From an optimization exercise on the open Yosys and OpenROAD flow, aimed at small area, a short achievable clock period and few clock cycles; shortcuts taken in it are not production practice.
The RTL of this run was laid out without a check of its function.
Power figures rest on the tool's default switching activity, not on a simulated workload.

## flow/flow/run.sh

```bash
#!/bin/bash
# Own flow: the standard layout (standard.sh: unchanged synthesis, floorplan, placement, CTS,
# routing) with the same SDC and clock period. Two settings differ from the defaults:
#  - timing repair is asked to leave a larger setup margin, so the resizer keeps working on paths
#    shorter than the clock period;
#  - every input and output port still gets its own buffer, but a plain buf_4 rather than the
#    delay-style buffer the resizer picks by default.
# ORFS writes each step's full log under orfs/logs/; make's own output goes to standard.log.
set -euo pipefail
export SETUP_SLACK_MARGIN=7.5
export BUFFER_PORTS_ARGS="-buffer_cell sky130_fd_sc_hd__buf_4"
bash standard.sh > standard.log 2>&1
```

## flow/standard.sh

```bash
#!/bin/bash
# synth_recipe.tcl (not shown) runs the flow's synth.tcl, then flattens the netlist and writes it again
# the make line also repeats each setting of config.mk as NAME=value (left out here)
make -C /OpenROAD-flow-scripts/flow DESIGN_CONFIG=/design/flow/config.mk WORK_HOME=/design/flow/orfs CLKGATE_MAP_FILE= SYNTH_SCRIPT=/design/flow/synth_recipe.tcl "${@:-finish}"
```

## flow/config.mk

```make
export PLATFORM = sky130hd
export DESIGN_NAME = alu_muldiv
export DESIGN_NICKNAME = alu_muldiv
export VERILOG_FILES = /design/flow/design.v
export SDC_FILE = /design/flow/constraint.sdc
export NUM_CORES = 4
export LEC_CHECK = 0
export CAP_MARGIN = 20
export CORE_MARGIN = 2
export CORE_UTILIZATION = 40
export PLACE_DENSITY = 0.72
export SLEW_MARGIN = 20
```

## flow/constraint.sdc

```tcl
create_clock -name core_clock -period 12.0 [get_ports {clk}]
set_input_delay 2.4000 -clock core_clock [delete_from_list [all_inputs] [get_ports {clk}]]
set_output_delay 2.4000 -clock core_clock [all_outputs]
set_load 0.01 [all_outputs]
```

## flow/design.v

```verilog
package alu_pkg;
  localparam int unsigned OP_W = 5;
  typedef enum logic [OP_W-1:0] {
    ALU_ADD    = 5'b00000,
    ALU_SUB    = 5'b00001,
    ALU_AND    = 5'b00010,
    ALU_OR     = 5'b00011,
    ALU_XOR    = 5'b00100,
    ALU_SLT    = 5'b00101,
    ALU_SLTU   = 5'b00110,
    ALU_SLL    = 5'b00111,
    ALU_SRL    = 5'b01000,
    ALU_SRA    = 5'b01011,
    ALU_LUI    = 5'b01111,
    ALU_MUL    = 5'b10000,
    ALU_MULH   = 5'b10001,
    ALU_MULHSU = 5'b10010,
    ALU_MULHU  = 5'b10011,
    ALU_DIV    = 5'b10100,
    ALU_DIVU   = 5'b10101,
    ALU_REM    = 5'b10110,
    ALU_REMU   = 5'b10111
  } alu_op_e;
  typedef enum logic [1:0] {
    IDLE = 2'd0,
    MUL  = 2'd1,
    DIV  = 2'd2
  } alu_state_e;
  function automatic logic is_mext(input logic [OP_W-1:0] op);
    is_mext = op[4:3] == 2'b10;
  endfunction
  function automatic logic is_div(input logic [OP_W-1:0] op);
    is_div = op[4:2] == 3'b101;
  endfunction
endpackage
module div_unit #(
  parameter int unsigned LEN = 32
) (
  input  logic [LEN-1:0]         x,
  output logic [$clog2(LEN):0]   lz
);
  localparam int unsigned LW = $clog2(LEN);
  logic [LEN-1:0] v [LW+1];
  logic [LW-1:0]  c [LW+1][LEN];
  always_comb begin
    for (int i = 0; i < LEN; i++) begin
      v[0][i] = x[i];
      c[0][i] = '0;
    end
    for (int l = 1; l <= LW; l++) begin
      for (int i = 0; i < (LEN >> l); i++) begin
        v[l][i] = v[l-1][2*i+1] | v[l-1][2*i];
        c[l][i] = '0;
        for (int k = 0; k < l - 1; k++)
          c[l][i][k] = v[l-1][2*i+1] ? c[l-1][2*i+1][k] : c[l-1][2*i][k];
        c[l][i][l-1] = ~v[l-1][2*i+1];
      end
      for (int i = (LEN >> l); i < LEN; i++) begin
        v[l][i] = 1'b0;
        c[l][i] = '0;
      end
    end
    lz = v[LW][0] ? {1'b0, c[LW][0]} : ($clog2(LEN)+1)'(LEN);
  end
endmodule
module alu_muldiv #(
  parameter int unsigned LEN = 32
) (
  input  logic            clk,
  input  logic            rst_n,
  input  logic            flush,
  input  logic            req_valid,
  output logic            req_ready,
  input  logic [alu_pkg::OP_W-1:0] alu_ctrl,
  input  logic [LEN-1:0]  aluop1,
  input  logic [LEN-1:0]  aluop2,
  output logic            resp_valid,
  output logic [LEN-1:0]  aluout,
  output logic            zero
);
  localparam int unsigned SHAMT_W = $clog2(LEN);
  localparam int unsigned K       = 12;            
  localparam int unsigned ND      = K / 2;         
  localparam int unsigned NSTEP   = 3;
  localparam int unsigned W       = LEN + 17;      
  localparam int unsigned DW      = LEN + 2;       
  localparam int unsigned CW      = SHAMT_W + 1;
  logic                     v_q;         
  logic [alu_pkg::OP_W-1:0] op_q;
  logic [LEN-1:0]           a_q, b_q;    
  logic                     sub_q;
  logic s_add, s_and, s_or, s_xor, s_slt, s_sltu, s_sll, s_sr, s_lui, s_drem, s_dquo, s_sra;
  logic                     busy_q;      
  logic m_f1, m_f2, m_dit, m_post;    
  logic m_mul;
  logic [CW-1:0]            cnt;
  logic                     mo_div, mo_rem, mo_lo, mo_e0, mo_e1;
  logic                     e0_q, e1_q;  
  logic [W-1:0]             acc_s, acc_c;
  logic [LEN-1:0]           pq;          
  logic [5:0]               e_one, e_two, e_neg;   
  logic [1:0]               cout_q;      
  logic                     nlast_q;     
  logic                     asg_q;       
  logic                     asx_q;       
  logic                     smul_q;      
  logic                     sexd_q;      
  logic                     bsg_q;       
  logic                     q_neg, r_neg;
  logic [SHAMT_W:0]         lza_q, lzb_q;    
  logic                     bz_q;            
  logic                     h_v;
  logic                     res_v;
  logic [LEN-1:0]           res;
  logic                     r_v, nrdy_q;
  logic [alu_pkg::OP_W-1:0] r_ctrl;
  logic [LEN-1:0]           r_a, r_b;
  logic accept_c, move_c, r_v_n;
  assign accept_c = req_valid & ~nrdy_q & ~flush;
  logic r_div_c, acc_busy_n;
  assign r_div_c  = r_ctrl[4:2] == 3'b101;
  assign move_c   = r_v & ~busy_q & ~(r_div_c & acc_busy_n);
  logic mext_q, div_q, mul_q;
  assign mext_q = op_q[4:3] == 2'b10;
  assign div_q  = mext_q & op_q[2];
  assign mul_q  = mext_q & ~op_q[2];
  logic in_sub_c, in_sll_c, in_mul_c, in_div_c, in_bsg_c, in_e0_c, in_e1_c;
  logic in_sa_c, in_sb_c, e0a_c, e1a_c, e0b_c, e1b_c, in_swap_c;
  logic [LEN-1:0] in_mb_c;
  logic [LEN-1:0] in_a_c;
  always_comb begin
    in_sub_c = (r_ctrl == 5'b00001) || (r_ctrl == 5'b00101) || (r_ctrl == 5'b00110);
    in_sll_c = r_ctrl == 5'b00111;
    in_mul_c = r_ctrl[4:2] == 3'b100;
    in_div_c = r_ctrl[4:2] == 3'b101;
    in_sa_c  = r_ctrl[1:0] != 2'b11;
    in_sb_c  = ~r_ctrl[1];
    e0a_c = &{in_sa_c & r_a[LEN-1], r_a[LEN-1:K-1]} | ~|{in_sa_c & r_a[LEN-1], r_a[LEN-1:K-1]};
    e1a_c = &{in_sa_c & r_a[LEN-1], r_a[LEN-1:2*K-1]} | ~|{in_sa_c & r_a[LEN-1], r_a[LEN-1:2*K-1]};
    e0b_c = &{in_sb_c & r_b[LEN-1], r_b[LEN-1:K-1]} | ~|{in_sb_c & r_b[LEN-1], r_b[LEN-1:K-1]};
    e1b_c = &{in_sb_c & r_b[LEN-1], r_b[LEN-1:2*K-1]} | ~|{in_sb_c & r_b[LEN-1], r_b[LEN-1:2*K-1]};
    in_swap_c = in_mul_c & ((e0a_c & ~e0b_c) | (e1a_c & ~e1b_c));
    in_mb_c   = in_swap_c ? r_a : r_b;
    in_bsg_c  = in_swap_c ? (in_sa_c & r_a[LEN-1]) : (in_sb_c & r_b[LEN-1]);
    in_e0_c   = in_swap_c ? e0a_c : e0b_c;
    in_e1_c   = in_swap_c ? e1a_c : e1b_c;
    for (int i = 0; i < LEN; i++) in_a_c[i] = in_sll_c ? r_a[LEN-1-i] : in_swap_c ? r_b[i] : r_a[i];
  end
  logic m_free, ex, ex_base, ex_mul, ex_div, mlast, dlast;
  always_comb begin
    m_mul   = m_f1 | m_f2;
    m_free  = ~m_mul & ~m_dit;
    ex      = v_q & m_free;
    ex_base = ex & ~mext_q;
    ex_mul  = ex & mul_q;
    ex_div  = ex & div_q;
    mlast   = (ex_mul & e0_q) | (m_f1 & e1_q) | m_f2;
    dlast   = m_dit & (cnt[CW-1:1] == '0);
  end
  logic [LEN+1:0]  sum_c;
  logic            lt_c, ltu_c, b31_c;
  logic [LEN-1:0]  sh_out_c, sll_c;
  logic [LEN-1:0]  base_c;
  always_comb begin
    sum_c = {1'b0, a_q, 1'b1} + {1'b0, b_q, sub_q};
    b31_c = b_q[LEN-1] ^ sub_q;
    ltu_c = ~sum_c[LEN+1];
    lt_c  = (a_q[LEN-1] ^ b31_c) ? a_q[LEN-1] : sum_c[LEN];
    sh_out_c = LEN'($signed({s_sra & a_q[LEN-1], a_q}) >>> b_q[SHAMT_W-1:0]);
    for (int i = 0; i < LEN; i++) sll_c[i] = sh_out_c[LEN-1-i];
    base_c = ({LEN{s_add}}  & sum_c[LEN:1]) |
             ({LEN{s_and}}  & (a_q & b_q)) |
             ({LEN{s_or}}   & (a_q | b_q)) |
             ({LEN{s_xor}}  & (a_q ^ b_q)) |
             ({LEN{s_slt}}  & LEN'(lt_c)) |
             ({LEN{s_sltu}} & LEN'(ltu_c)) |
             ({LEN{s_sll}}  & sll_c) |
             ({LEN{s_sr}}   & sh_out_c) |
             ({LEN{s_lui}}  & b_q);
  end
  function automatic logic [W-1:0] csa_s(input logic [W-1:0] x, y, z);
    csa_s = x ^ y ^ z;
  endfunction
  function automatic logic [W-1:0] csa_c(input logic [W-1:0] x, y, z);
    csa_c = ((x & y) | (x & z) | (y & z)) << 1;
  endfunction
  function automatic logic [17:0] booth_enc(input logic [K-1:0] b, input logic lo);
    logic [5:0] one, two, neg;
    for (int j = 0; j < ND; j++) begin
      logic h, m, l;
      h = b[2*j+1];
      m = b[2*j];
      l = (j == 0) ? lo : b[2*j-1];
      one[j] = m ^ l;
      two[j] = h ? (~m & ~l) : (m & l);
      neg[j] = h;
    end
    booth_enc = {neg, two, one};
  endfunction
  logic [LEN+1:0]    ma_c;
  logic [K-1:0]      nb_c;
  logic [17:0]       in_enc_c, nx_enc_c;
  logic [W-1:0]      row_c [ND];
  logic [ND-1:0]     neg_c;
  logic [W-1:0]      sin_c, cin_c;
  logic [W-1:0]      sa1, ca1, sa2, ca2, sb1, cb1, sb2, cb2, sc1, cc1, s4, c4;
  logic [K+1:0]      chunk_c;
  always_comb begin
    in_enc_c = in_swap_c ? booth_enc(r_a[K-1:0], 1'b0) : booth_enc(r_b[K-1:0], 1'b0);
    nb_c = b_q[2*K-1:K];
    if (m_f1) nb_c[K-1:LEN-2*K] = {(3*K-LEN){bsg_q}};
    nx_enc_c = booth_enc(nb_c, b_q[K-1]);
    ma_c  = {{2{asx_q}}, a_q};
    sin_c = m_mul ? W'($signed(acc_s) >>> K) : '0;
    cin_c = m_mul ? W'($signed(acc_c) >>> K) : '0;
    for (int j = 0; j < ND; j++) begin
      logic [LEN+1:0] m;
      m = ({(LEN+2){e_one[j]}} & ma_c) | ({(LEN+2){e_two[j]}} & {ma_c[LEN:0], 1'b0});
      m = m ^ {(LEN+2){e_neg[j]}};
      neg_c[j] = e_neg[j];
      row_c[j] = W'({{(W-LEN-2){m[LEN+1]}}, m} << (2*j));
    end
    for (int j = 0; j < ND - 1; j++) row_c[j+1][2*j] = neg_c[j];
    sa1 = csa_s(row_c[0], row_c[1], row_c[2]);
    ca1 = csa_c(row_c[0], row_c[1], row_c[2]);
    sa2 = csa_s(row_c[3], row_c[4], row_c[5]);
    ca2 = csa_c(row_c[3], row_c[4], row_c[5]);
    sb1 = csa_s(sa1, ca1, sa2);
    cb1 = csa_c(sa1, ca1, sa2);
    sb2 = csa_s(ca2, sin_c, cin_c);
    cb2 = csa_c(ca2, sin_c, cin_c);
    sc1 = csa_s(sb1, cb1, sb2);
    cc1 = csa_c(sb1, cb1, sb2);
    s4  = csa_s(sc1, cc1, cb2);
    c4  = csa_c(sc1, cc1, cb2);
    chunk_c = (K+2)'(acc_s[K-1:0]) + (K+2)'(acc_c[K-1:0]) + (K+2)'({nlast_q, 10'b0}) + (K+2)'(cout_q);
  end
  logic               mg_sgn_c, mg_an_c, mg_bn_c;
  logic [LEN-1:0]     mg_a_c, mg_b_c, amag_c, bmag_c;
  logic [CW-1:0]      lza_c, lzb_c;
  logic [CW:0]        dsh_c;
  logic               dfast_c;
  logic [DW+1:0]      xa_c, xb_c, xc_c, xs_c, xk_c;
  logic [DW+2:0]      xt_c;
  logic               last1_c, g3_c, g2_c, g1_c;
  logic [1:0]         qd_c;
  logic [DW-1:0]      rn_c;
  always_comb begin
    mg_sgn_c  = ~r_ctrl[0];
    mg_a_c    = r_a;
    mg_b_c    = r_b;
    mg_an_c   = mg_sgn_c & mg_a_c[LEN-1];
    mg_bn_c   = mg_sgn_c & mg_b_c[LEN-1];
    amag_c    = mg_an_c ? -mg_a_c : mg_a_c;
    bmag_c    = mg_bn_c ? -mg_b_c : mg_b_c;
    dsh_c     = {1'b0, lzb_q} - {1'b0, lza_q} + (CW+1)'(r_neg);    
    dfast_c   = bz_q | dsh_c[CW];
    xa_c      = {2'b0, acc_s[DW-1:0]} - {3'b0, acc_c[DW-1:1]};
    xb_c      = {2'b0, acc_s[DW-1:0]} - {2'b0, acc_c[DW-1:0]};
    xs_c      = {2'b0, acc_s[DW-1:0]} ^ ~{2'b0, acc_c[DW-1:0]} ^ ~{3'b0, acc_c[DW-1:1]};
    xk_c      = (({2'b0, acc_s[DW-1:0]} & ~{2'b0, acc_c[DW-1:0]}) |
                 ({2'b0, acc_s[DW-1:0]} & ~{3'b0, acc_c[DW-1:1]}) |
                 (~{2'b0, acc_c[DW-1:0]} & ~{3'b0, acc_c[DW-1:1]})) << 1;
    xt_c      = {xs_c, 1'b1} + {xk_c[DW+1:1], 1'b1, 1'b1};
    xc_c      = xt_c[DW+2:1];
    last1_c   = cnt == '0;
    g3_c      = ~last1_c & ~xc_c[DW+1];
    g2_c      = ~xb_c[DW+1] & (last1_c | xc_c[DW+1]);
    g1_c      = ~last1_c & ~xa_c[DW+1] & xb_c[DW+1];
    qd_c      = last1_c ? {1'b0, g2_c} : {g3_c | g2_c, g3_c | g1_c};
    rn_c      = ({DW{g3_c}} & xc_c[DW-1:0]) | ({DW{g2_c}} & xb_c[DW-1:0]) |
                ({DW{g1_c}} & xa_c[DW-1:0]) | ({DW{~(g3_c | g2_c | g1_c)}} & acc_s[DW-1:0]);
  end
  div_unit #(.LEN(LEN)) u_lza (.x(mg_a_c ^ {LEN{mg_an_c}}), .lz(lza_c));
  div_unit #(.LEN(LEN)) u_lzb (.x(mg_b_c ^ {LEN{mg_bn_c}}), .lz(lzb_c));
  logic [LEN-1:0] dx_c, post_c;
  logic [W-1:0]   tot_c, ext_c;
  always_comb begin
    ext_c = '0;
    ext_c[10]  = nlast_q;
    ext_c[1:0] = cout_q;
    tot_c  = acc_s + acc_c + ext_c;
    dx_c   = mo_rem ? acc_s[LEN-1:0] : pq;
    if (mo_div) post_c = (mo_rem ? r_neg : q_neg) ? -dx_c : dx_c;
    else if (mo_e0) post_c = mo_lo ? tot_c[LEN-1:0] : {{(2*LEN-W){tot_c[W-1]}}, tot_c[W-1:LEN]};
    else if (mo_e1) post_c = mo_lo ? {tot_c[LEN-K-1:0], pq[LEN-1:LEN-K]} : {{(2*LEN+K-W){tot_c[W-1]}}, tot_c[W-1:LEN-K]};
    else post_c = mo_lo ? {tot_c[7:0], pq[LEN-1:8]} : tot_c[LEN+7:8];
  end
  logic           r1_c, r2_c;
  logic [LEN-1:0] r2val_c, out_c;
  always_comb begin
    r1_c    = m_post;
    r2_c    = ex_base | (ex_div & dfast_c);
    r2val_c = base_c | ({LEN{s_drem}} & a_q) | {LEN{s_dquo & bz_q}};
    out_c = h_v ? pq : r1_c ? post_c : r2val_c;
  end
  logic v_n, m_mul_n, m_dit_n, m_free_n, mul_n, div_n, ex_n, hold_n, e0_n, busy_n, accb2_n, rdiv_n;
  logic [CW-1:0] cnt_n;
  always_comb begin
    v_n      = move_c | (v_q & ~ex);
    acc_busy_n = smul_q | m_dit | (sexd_q & ~dfast_c);
    mul_n    = move_c ? in_mul_c : mul_q;
    div_n    = move_c ? in_div_c : div_q;
    e0_n     = move_c ? in_e0_c : e0_q;
    m_mul_n  = (ex_mul & ~e0_q) | (m_f1 & ~e1_q);
    m_dit_n  = (ex_div & ~dfast_c) | (m_dit & ~dlast);
    r_v_n    = accept_c | (r_v & ~move_c);
    m_free_n = ~m_mul_n & ~m_dit_n;
    ex_n     = v_n & m_free_n;
    hold_n   = (ex_mul & ~e0_q & ~e1_q) | (ex_n & mul_n & ~e0_n);
    busy_n   = hold_n | (v_n & ~ex_n);
    accb2_n  = (ex_n & mul_n) | m_mul_n | m_dit_n | (ex_n & div_n);
    rdiv_n   = accept_c ? (alu_ctrl[4:2] == 3'b101) : r_div_c;
  end
  always_ff @(posedge clk or negedge rst_n) begin
    if (!rst_n) begin
      m_f1       <= 1'b0;
      m_f2       <= 1'b0;
      m_dit      <= 1'b0;
      m_post     <= 1'b0;
      req_ready  <= 1'b1;
      nrdy_q     <= 1'b0;
      r_v        <= 1'b0;
      busy_q     <= 1'b0;
      resp_valid <= 1'b0;
      res_v      <= 1'b0;
      v_q        <= 1'b0;
      h_v        <= 1'b0;
      smul_q     <= 1'b0;
      sexd_q     <= 1'b0;
      cnt        <= '0;
    end else begin
      res_v      <= (h_v | r1_c | r2_c) & ~flush;
      resp_valid <= res_v & ~flush;
      h_v        <= ((h_v & r2_c) | (r1_c & r2_c)) & ~flush;
      if (flush) begin
        m_f1      <= 1'b0;
        m_f2      <= 1'b0;
        m_dit     <= 1'b0;
        m_post    <= 1'b0;
        v_q       <= 1'b0;
        smul_q    <= 1'b0;
        sexd_q    <= 1'b0;
        req_ready <= 1'b1;
        nrdy_q    <= 1'b0;
        r_v       <= 1'b0;
        busy_q    <= 1'b0;
      end else begin
        v_q       <= v_n;
        smul_q    <= (ex_n & mul_n) | m_mul_n;
        sexd_q    <= ex_n & div_n;
        m_f1      <= ex_mul & ~e0_q;
        m_f2      <= m_f1 & ~e1_q;
        m_dit     <= m_dit_n;
        m_post    <= mlast | dlast;
        r_v       <= r_v_n;
        req_ready <= ~r_v_n | ~(busy_n | (rdiv_n & accb2_n));
        nrdy_q    <= r_v_n & (busy_n | (rdiv_n & accb2_n));
        busy_q    <= busy_n;
        if (ex_div) cnt <= dsh_c[CW-1:0];
        else if (m_dit) cnt <= cnt - CW'(2);
      end
    end
  end
  always_ff @(posedge clk) begin
    if (!nrdy_q) begin
      r_ctrl <= alu_ctrl;
      r_a    <= aluop1;
      r_b    <= aluop2;
    end
    if (!busy_q) begin
      op_q  <= r_ctrl;
      a_q   <= in_a_c;
      b_q   <= in_sub_c ? ~r_b : in_mb_c;
      sub_q <= in_sub_c;
      s_add  <= r_ctrl[4:1] == 4'b0000;
      s_and  <= r_ctrl == 5'b00010;
      s_or   <= r_ctrl == 5'b00011;
      s_xor  <= r_ctrl == 5'b00100;
      s_slt  <= r_ctrl == 5'b00101;
      s_sltu <= r_ctrl == 5'b00110;
      s_sll  <= r_ctrl == 5'b00111;
      s_sr   <= (r_ctrl == 5'b01000) || (r_ctrl == 5'b01011);
      s_sra  <= r_ctrl == 5'b01011;
      s_lui  <= r_ctrl == 5'b01111;
      s_drem <= r_ctrl[4:2] == 3'b101 && r_ctrl[1];
      s_dquo <= r_ctrl[4:2] == 3'b101 && !r_ctrl[1];
      bsg_q <= in_bsg_c;
      asg_q <= in_swap_c ? in_sb_c : in_sa_c;
      asx_q <= in_swap_c ? (in_sb_c & r_b[LEN-1]) : (in_sa_c & r_a[LEN-1]);
      e0_q  <= in_e0_c;
      e1_q  <= in_e1_c;
      {e_neg, e_two, e_one} <= in_enc_c;
    end else if (ex_mul || m_mul) begin
      b_q   <= {{K{1'b0}}, b_q[LEN-1:K]};
      {e_neg, e_two, e_one} <= nx_enc_c;
    end
    res    <= out_c;
    aluout <= res;
    zero   <= res == '0;
    if (ex && mext_q) begin
      mo_div <= div_q;
      mo_rem <= op_q[1];
      mo_lo  <= op_q[1:0] == 2'b00;
      mo_e0  <= e0_q;
      mo_e1  <= e1_q;
    end
    if (m_dit) begin
      acc_s <= W'(rn_c);
      acc_c <= W'(acc_c[DW-1:0] >> 2);
      pq    <= (cnt == '0) ? {pq[LEN-2:0], qd_c[0]} : {pq[LEN-3:0], qd_c};
    end else if (smul_q) begin
      acc_s   <= s4;
      acc_c   <= c4;
      pq      <= {chunk_c[K-1:0], pq[LEN-1:K]};
      nlast_q <= neg_c[ND-1];
      cout_q  <= m_mul ? chunk_c[K+1:K] : 2'b00;
    end else begin
      if (sexd_q && !dfast_c) begin
        acc_c <= W'(acc_c[DW-1:0] << dsh_c[CW-1:0]);
        pq    <= '0;
      end else if (move_c && !acc_busy_n) begin
        acc_s <= W'(amag_c);
        acc_c <= W'(bmag_c);
        q_neg <= mg_an_c ^ mg_bn_c;
        r_neg <= mg_an_c;
        lza_q <= lza_c;
        lzb_q <= lzb_c;
        bz_q  <= lzb_c[CW-1] & ~mg_bn_c;
      end
      if (r2_c && (r1_c || h_v)) pq <= r2val_c;
    end
  end
endmodule
```

==> impl_metrics.py <==
metrics = {
    "yosys": {
        "synth_ff_type": "edfxtp_1",
        "syn_area_sq_mm": 0.0515,
        "synth_top_area_frac": 0.172,
        "synth_edf_count": 294,
        "synthArstFlopShare": 0.0490,
        "syn_avg_cell_area_sq_um": 8.37,
        "synth_compound_area_frac": 0.245,
        "synth.distinct_cells": 97,
        "yosys.cell_count.top_type": "nand2_1",
        "synth_nets": 6825,
        "yosys_warnings": 5,
        "synth_top_family_by_area": "compound AO/OA/AOI/OAI gates",
        "synthAdderAreaFrac": 0.185,
        "ys_seq_area_frac": 0.218,
        "synth_area_leaders": "edfxtp_1 17%, fa_1 11%, ha_1 7.9%, nand2_1 4.5%, a21oi_1 4.5%",
        "synth_area_leader_cell": "edfxtp_1",
        "synthCells": 6153,
        "ys_seq_elements": 408,
        "synth.area.mux_share": 0.0668,
        "synthSimpleGateAreaFrac": 0.137,
        "synth-xor-area-share": 0.0749,
        "netlist_top_cells_count": "615 x nand2_1, 481 x inv_1, 460 x a21oi_1",
    },
    "pwr": {
        "cellLeakagePower_nw": 23.5,
        "pwr_density_cell_mw_per_mm2": 199,
        "irDropWorstVdd_v": 0.000164,
    },
    "floorplanning": {
        "dieWidth_um": 363,
        "die_area_sq_mm": 0.132,
        "die_h_um": 363,
        "floorplan.initialDensity": 0.403,
        "core_sq_mm": 0.128,
        "ios": 108,
        "num_rows": 131,
    },
    "global_route": {
        "grt-ovfl-total": 0,
        "grt_pass1_wl_um": 362000,
        "grt_max_degree": 78,
        "grt_pass1_vias": 49000,
        "grtUsageTotal": 0.379,
        "antenna_found_initial": 7,
    },
    "timing": {
        "finalSetupViolCount": 0,
        "drv_slew": 0,
        "setup_tns_ns": 0,
        "worst_pin_slew_ns": 1.30,
        "hold_viol_final": 0,
        "relSlewSlack": 0.122,
        "fin_skew_ns": 0.0813,
        "rsz0062_at_grt": "yes",
        "fmax_ghz": 0.222,
        "fin_crit_ns": 4.51,
        "finalCritPeriodShare": 0.376,
        "worst_slack_ns": 7.49,
    },
    "cells_and_area": {
        "fin_util": 0.451,
        "finish.cell_count_without_fillers": 7820,
        "nets": 6787,
        "area_growth_pct": 11.9,
        "fill_cells": 12500,
        "drive_above_1_share": 0.128,
    },
    "critical_path": {
        "path_depth": 12,
        "reg2reg_depth": 12,
        "crit_slowest_cell": "edfxtp_1",
        "critPathKind": "reg -> reg",
        "endpoint_kind": "register",
        "critPathMaxFanout": 7,
        "crit_family": "simple AND/OR/NAND/NOR gates",
        "cpPeakStageDelay_ns": 0.70,
        "crit_chain": "inv_1 > ha_1 > and3b_1 > nand4_1 > nor2_1 > nand2_1 > or4_1 > nor4_1 > a21oi_1 > xnor2_1 > mux2i_1 > a32oi_1",
        "arrival_ns": 5.01,
        "worst_setup_path_start_kind": "register",
        "rr_startpoint": "r_a[1]",
        "r2r_setup_slack_ns": 7.49,
        "crit_buf_inv": 1,
        "reg2reg_to": "acc_s[29]",
        "worstPathRequired_ns": 12.50,
    },
    "clocking": {
        "htree_levels": 2,
        "clkSinkCount": 408,
        "clockBufferDepth": 3,
        "path_clk_slew_ns": 0.09,
        "tritoncts": "built",
        "clkLatencyLatePin_ns": 0.71,
        "cts-root-buf": "clkbuf_16",
        "cts_buffers": 50,
    },
    "flow_run": {
        "cap_viol_max_count": 0,
    },
    "placement": {
        "hpwl_um": 198000,
        "port_buffers": 107,
        "dp_slack_ns": 6.59,
        "placedCellCount": 7574,
        "gp_congestion": 1.07,
    },
    "worst_hold_path": {
        "hold_path.class": "reg -> reg",
        "holdPathEnd": "aluout[10]",
        "min_from": "res[10]",
        "whs_path_depth": 0,
    },
    "status": {
        "status": "complete, no violations",
    },
    "route": {
        "via_per_inst": 6.71,
        "first_pass_iters": 8,
        "wirelength_um": 257000,
        "wire_per_inst_um": 32.9,
        "drt_iter0_drc": 8779,
        "via_count": 52500,
        "ant_nets": 0,
        "drc": 0,
    },
}
==> state kept, by name (all words and copies together), names as in the netlist, 32 cells and up <==
register / cells
acc_c: 49
acc_s: 46
a_q: 32
aluout: 32
r_b: 32
b_q: 32
r_a: 32
pq: 32
res: 32
==> where the power goes <==
part / internal, mW / total [mW] / switching (mW) / leakage, nW
Sequential: 1.71 / 1.97 / 0.261 / 4.03
Combinational: 2.88 / 7.83 / 4.95 / 18.6
Clock: 0.929 / 1.66 / 0.734 / 0.844
Total: 5.52 / 11.5 / 5.95 / 23.5
==> worst max path at each step <==
stage                    from   endpoint  slack, ns
global placement     acc_c[2]  acc_s[21]       6.57
floorplan              mo_rem    res[30]       7.53
CTS                  e_neg[2]   acc_s[4]       7.41
finish                 r_a[1]  acc_s[29]       7.49
detailed placement   acc_c[2]  acc_s[10]       6.59
global route        acc_c[19]    res[20]       7.40
==> per-stage QoR <==
step / hold slack (ns) / total power, mW / instance area, sq um
after floorplan: 0.331 / 6.15 / 51500
after global placement: 0.336 / 9.05 / 53700
after detailed placement: 0.339 / 9.05 / 53700
after CTS: 0.349 / 11.0 / 56300
after global routing: 0.363 / 12.0 / 57600
final: 0.352 / 11.5 / 57600
==> metal layers <==
layer,GRT usage,routed length (um)
met1,0.517,100000
met4,0.220,18500
met3,0.108,35200
met2,0.532,103000
met5,0.00629,167
==> layout make-up <==
class / count / area [sq um] / area share
flip-flops and latches: 408 / 11200 / 0.195
clock inverters: 38 / 460 / 0.00799
inverters: 487 / 1850 / 0.0321
repair inverters: 3 / 15.0 / 0.000261
multi-input cells: 4766 / 37400 / 0.650
well taps: 1662 / 2080 / 0.0361
repair buffers: 399 / 3220 / 0.0560
clock buffers: 55 / 1300 / 0.0226
diodes: 2 / 5.00 / 0.0000869
==> cell families after synthesis <==
family                     count (synthesis)
adders and majority gates                599
muxes                                    265
DFF                                      408
buffers and inverters                    980
AOI/OAI and AO/OA                       1905
and+or+nand+nor                         1556
xor gates and xnor gates                 440
==> repair_timing <==
item	CTS	global route
pin swaps	9	13
resized for setup	85	119
hold buffers	0	0
hold endpoints to repair	0	0
gates cloned	4	1
setup endpoints to repair	119	150
setup buffers	48	98
==> layout by cell type, fill, tap and decap left out, types with 96 or more instances in the layout <==
master    synthesis  layout
nand2_1         615     611
inv_1           481     460
a21oi_1         460     447
nor2_1          398     391
buf_4             5     373
o21ai_0         388     366
ha_1            326     310
edfxtp_1        294     294
fa_1            273     271
xnor2_1         259     246
a22oi_1         238     238
xor2_1          181     175
mux2i_1         176     174
nor3_1          124     116
nand3_1          99      96

## afterwards: timing with drivers on the ports
The flow's constraints put no driver on any port. The routed layout listed below was extracted and timed again, unchanged, in two steps. Step 1 (the two cells are an assumption about what drives the block):
set clk [get_ports {clk}]
set_driving_cell -lib_cell sky130_fd_sc_hd__clkbuf_16 $clk
set_driving_cell -lib_cell sky130_fd_sc_hd__buf_2 [delete_from_list [all_inputs] $clk]
Step 2 moves the port delays by t, midway between the first and last clock arrival at a register: inputs arrive t later, outputs are due t later. That takes back most of the time a late clock gives input paths. Slacks: no drivers / after step 1 / after step 2; pairs: no drivers / after step 1.
t, ns: 0.746
slack for setup (ns): 7.489 / 7.489 / 7.489
pins driven straight from the clock port: 1
After both steps this run still meets setup and hold. For this run, drivers alone change the setup slack by 0.000 ns; drivers and shift together by 0.000 ns.
